From an optimization exercise on the open Yosys and OpenROAD flow, aimed at small area, a short achievable clock period and few clock cycles per item; shortcuts taken in it are not production practice.
Where RTL was checked, it was by simulation tests only, not by an equivalence proof against the original.

## run a
==> module fnv_lane_mix, before the edit <==
module fnv_lane_mix #(
  parameter int             LANES     = 4,
  parameter int             W         = 32,
  parameter logic [W-1:0]   FNV_PRIME = 32'h01000193
) (
  input  logic               clk,
  input  logic               rst,
  input  logic               in_valid,
  output logic               in_ready,
  input  logic [1:0]         mode,
  input  logic [LANES*W-1:0] a,
  input  logic [LANES*W-1:0] b,
  output logic               out_valid,
  input  logic               out_ready,
  output logic [LANES*W-1:0] c,
  output logic [W-1:0]       digest,
  output logic               out_err
);
  logic         adv;
  logic         v1_q, v2_q, v3_q;
  logic [1:0]   md1_q, md2_q, md3_q;
  logic         f1_q, f2_q;
  logic [W-1:0] r1_l0_q, r1_l3_q, r1_m1_q, r1_x1_q, r1_m2_q, r1_x2_q;
  logic [W-1:0] r2_l0_q, r2_l1_q, r2_l3_q, r2_m2_q, r2_x2_q;
  logic [W-1:0] r3_l0_q, r3_l1_q, r3_l3_q, r3_y2_q;
  logic [W-1:0] a0, a1, a2, a3, b0, b1, b2, b3;
  logic         md0, md1, md2;
  logic [W-1:0] p0, p3, p1, p2;
  logic [W-1:0] y0, y3, m1, x1, m2, x2, y1, y2;
  logic         l2;
  assign adv      = !v3_q || out_ready;
  assign in_ready = adv;
  assign {a3, a2, a1, a0} = a;
  assign {b3, b2, b1, b0} = b;
  assign md0 = (mode == 2'd0);
  assign md1 = (mode == 2'd1);
  assign md2 = (mode == 2'd2);
  fnv_mulp u_mul0 (.x(md1 ? (a0 ^ b0) : a0), .y(p0));
  fnv_mulp u_mul3 (.x(md1 ? (a3 ^ b3) : a3), .y(p3));
  assign y0 = p0 ^ (md0 ? b0 : md2 ? a1 : '0);
  assign y3 = p3 ^ (md0 ? b3 : '0);
  assign m1 = md1 ? (a1 ^ b1) : a1;
  assign x1 = md0 ? b1 : md2 ? a2 : '0;
  assign m2 = md1 ? (a2 ^ b2) : a2;
  assign x2 = md0 ? b2 : md2 ? a3 : '0;
  fnv_mulp u_mul1 (.x(f1_q ? r1_l0_q : r1_m1_q), .y(p1));
  assign y1 = p1 ^ r1_x1_q;
  assign l2 = !md2_q[1];
  fnv_mulp u_mul2 (.x(f2_q ? r2_l1_q : r2_m2_q), .y(p2));
  assign y2 = p2 ^ r2_x2_q;
  always_ff @(posedge clk) begin
    if (rst) begin
      v1_q <= 1'b0;
      v2_q <= 1'b0;
      v3_q <= 1'b0;
    end else if (adv) begin
      v1_q <= in_valid;
      v2_q <= v1_q;
      v3_q <= v2_q;
    end
  end
  always_ff @(posedge clk) begin
    if (adv) begin
      md1_q   <= mode;
      f1_q    <= md2;
      r1_l0_q <= y0;
      r1_l3_q <= y3;
      r1_m1_q <= m1;
      r1_x1_q <= x1;
      r1_m2_q <= m2;
      r1_x2_q <= x2;
      md2_q   <= md1_q;
      f2_q    <= f1_q;
      r2_l0_q <= r1_l0_q;
      r2_l1_q <= y1;
      r2_l3_q <= r1_l3_q;
      r2_m2_q <= r1_m2_q;
      r2_x2_q <= r1_x2_q;
      md3_q   <= md2_q;
      r3_l0_q <= l2 ? r2_l0_q : '0;
      r3_l1_q <= l2 ? r2_l1_q : '0;
      r3_l3_q <= l2 ? r2_l3_q : '0;
      r3_y2_q <= y2;
    end
  end
  assign out_valid = v3_q;
  assign c         = {r3_l3_q, md3_q[1] ? '0 : r3_y2_q, r3_l1_q, r3_l0_q};
  assign digest    = (md3_q == 2'd2) ? r3_y2_q : '0;
  assign out_err   = (md3_q == 2'd3);
endmodule
clock: 7.0 ns
lec_check: 0
cap_margin: 20
core_margin: 2
core_utilization: 65
cts_buf_list: sky130_fd_sc_hd__clkbuf_8
setup_slack_margin: 1.2
slew_margin: 20
standard.sh (not shown) runs the stock make flow with config.mk's settings and CLKGATE_MAP_FILE= SYNTH_SCRIPT=/design/flow/synth_recipe.tcl, a recipe that flattens the netlist after the stock synthesis.
==> flow/flow/run.sh <==
#!/bin/bash
# Standard layout, but the port buffers that placement inserts on every input and
# output are the smallest buffer (buf_1); timing repair resizes them where needed.
set -euo pipefail
bash standard.sh BUFFER_PORTS_ARGS="-buffer_cell sky130_fd_sc_hd__buf_1" finish > flow_standard.log 2>&1
Relative to run a, the following input files were edited for run b:
--- a/flow/design.v
+++ b/flow/design.v
@@ -22,29 +22,30 @@
   logic         f1_q, f2_q;
   logic [W-1:0] r1_l0_q, r1_l3_q, r1_m1_q, r1_x1_q, r1_m2_q, r1_x2_q;
   logic [W-1:0] r2_l0_q, r2_l1_q, r2_l3_q, r2_m2_q, r2_x2_q;
   logic [W-1:0] r3_l0_q, r3_l1_q, r3_l3_q, r3_y2_q;
   logic [W-1:0] a0, a1, a2, a3, b0, b1, b2, b3;
-  logic         md0, md1, md2;
+  logic [W-1:0] bx0, bx1, bx2, bx3;
   logic [W-1:0] p0, p3, p1, p2;
   logic [W-1:0] y0, y3, m1, x1, m2, x2, y1, y2;
   logic         l2;
   assign adv      = !v3_q || out_ready;
   assign in_ready = adv;
   assign {a3, a2, a1, a0} = a;
   assign {b3, b2, b1, b0} = b;
-  assign md0 = (mode == 2'd0);
-  assign md1 = (mode == 2'd1);
-  assign md2 = (mode == 2'd2);
-  fnv_mulp u_mul0 (.x(md1 ? (a0 ^ b0) : a0), .y(p0));
-  fnv_mulp u_mul3 (.x(md1 ? (a3 ^ b3) : a3), .y(p3));
-  assign y0 = p0 ^ (md0 ? b0 : md2 ? a1 : '0);
-  assign y3 = p3 ^ (md0 ? b3 : '0);
-  assign m1 = md1 ? (a1 ^ b1) : a1;
-  assign x1 = md0 ? b1 : md2 ? a2 : '0;
-  assign m2 = md1 ? (a2 ^ b2) : a2;
-  assign x2 = md0 ? b2 : md2 ? a3 : '0;
+  assign bx0 = mode[0] ? a0 ^ b0 : a0;
+  assign bx1 = mode[0] ? a1 ^ b1 : a1;
+  assign bx2 = mode[0] ? a2 ^ b2 : a2;
+  assign bx3 = mode[0] ? a3 ^ b3 : a3;
+  fnv_mulp u_mul0 (.x(bx0), .y(p0));
+  fnv_mulp u_mul3 (.x(bx3), .y(p3));
+  assign y0 = p0 ^ (mode[1] ? a1 : mode[0] ? '0 : b0);
+  assign y3 = p3 ^ (mode[0] ? '0 : b3);
+  assign m1 = bx1;
+  assign x1 = mode[1] ? a2 : mode[0] ? '0 : b1;
+  assign m2 = bx2;
+  assign x2 = mode[1] ? a3 : mode[0] ? '0 : b2;
   fnv_mulp u_mul1 (.x(f1_q ? r1_l0_q : r1_m1_q), .y(p1));
   assign y1 = p1 ^ r1_x1_q;
   assign l2 = !md2_q[1];
   fnv_mulp u_mul2 (.x(f2_q ? r2_l1_q : r2_m2_q), .y(p2));
   assign y2 = p2 ^ r2_x2_q;
@@ -60,11 +61,11 @@
     end
   end
   always_ff @(posedge clk) begin
     if (adv) begin
       md1_q   <= mode;
-      f1_q    <= md2;
+      f1_q    <= (mode == 2'd2);
       r1_l0_q <= y0;
       r1_l3_q <= y3;
       r1_m1_q <= m1;
       r1_x1_q <= x1;
       r1_m2_q <= m2;
==> comparison <==
Instance count along the most critical hold path came out exactly the same in run b and run a.
Compared to run a, run b has routed length on met3 about 26% higher.
Going from run a to run b, the met2 routing resource usage after global routing was found to have gone up by 2.0 points.
In the final reports, the cell area of run b is smaller than that of run a.
Setup slack in run b vs run a: up 0.044 ns
Testbench counts of run b, summed over its fixed seeds: cycles 4,824, items 4,800.
No functional check of the RTL was part of run a.

-- separate check: timing with driven ports --
No port has a modelled driver above. Below, the same layouts with a new extraction and two added sets of constraints.
Step 1, drivers: a clkbuf_16 drives clk and a buf_2 each remaining input, both assumed.
Step 2 adds t to the input delays and takes it off the output delays; t is the mean of the earliest and latest rising clock arrival at the registers after step 1. Input paths then give back, and output paths get back, about the clock's delay inside the block.
a / b / c = no drivers / after step 1 / after step 2; a / b = the first two.
run | t (ns) | setup slack, ns | worst register clock-pin slew, ns
run a | 0.730 | 1.292 / 1.307 / 0.576 | 0.07 / 0.07
run b | 0.719 | 1.336 / 1.336 / 0.659 | 0.07 / 0.07
After both steps setup and hold are still met in every run listed. For run a, which loses most, drivers alone change the setup slack by +0.015 ns; drivers and shift together by -0.716 ns.
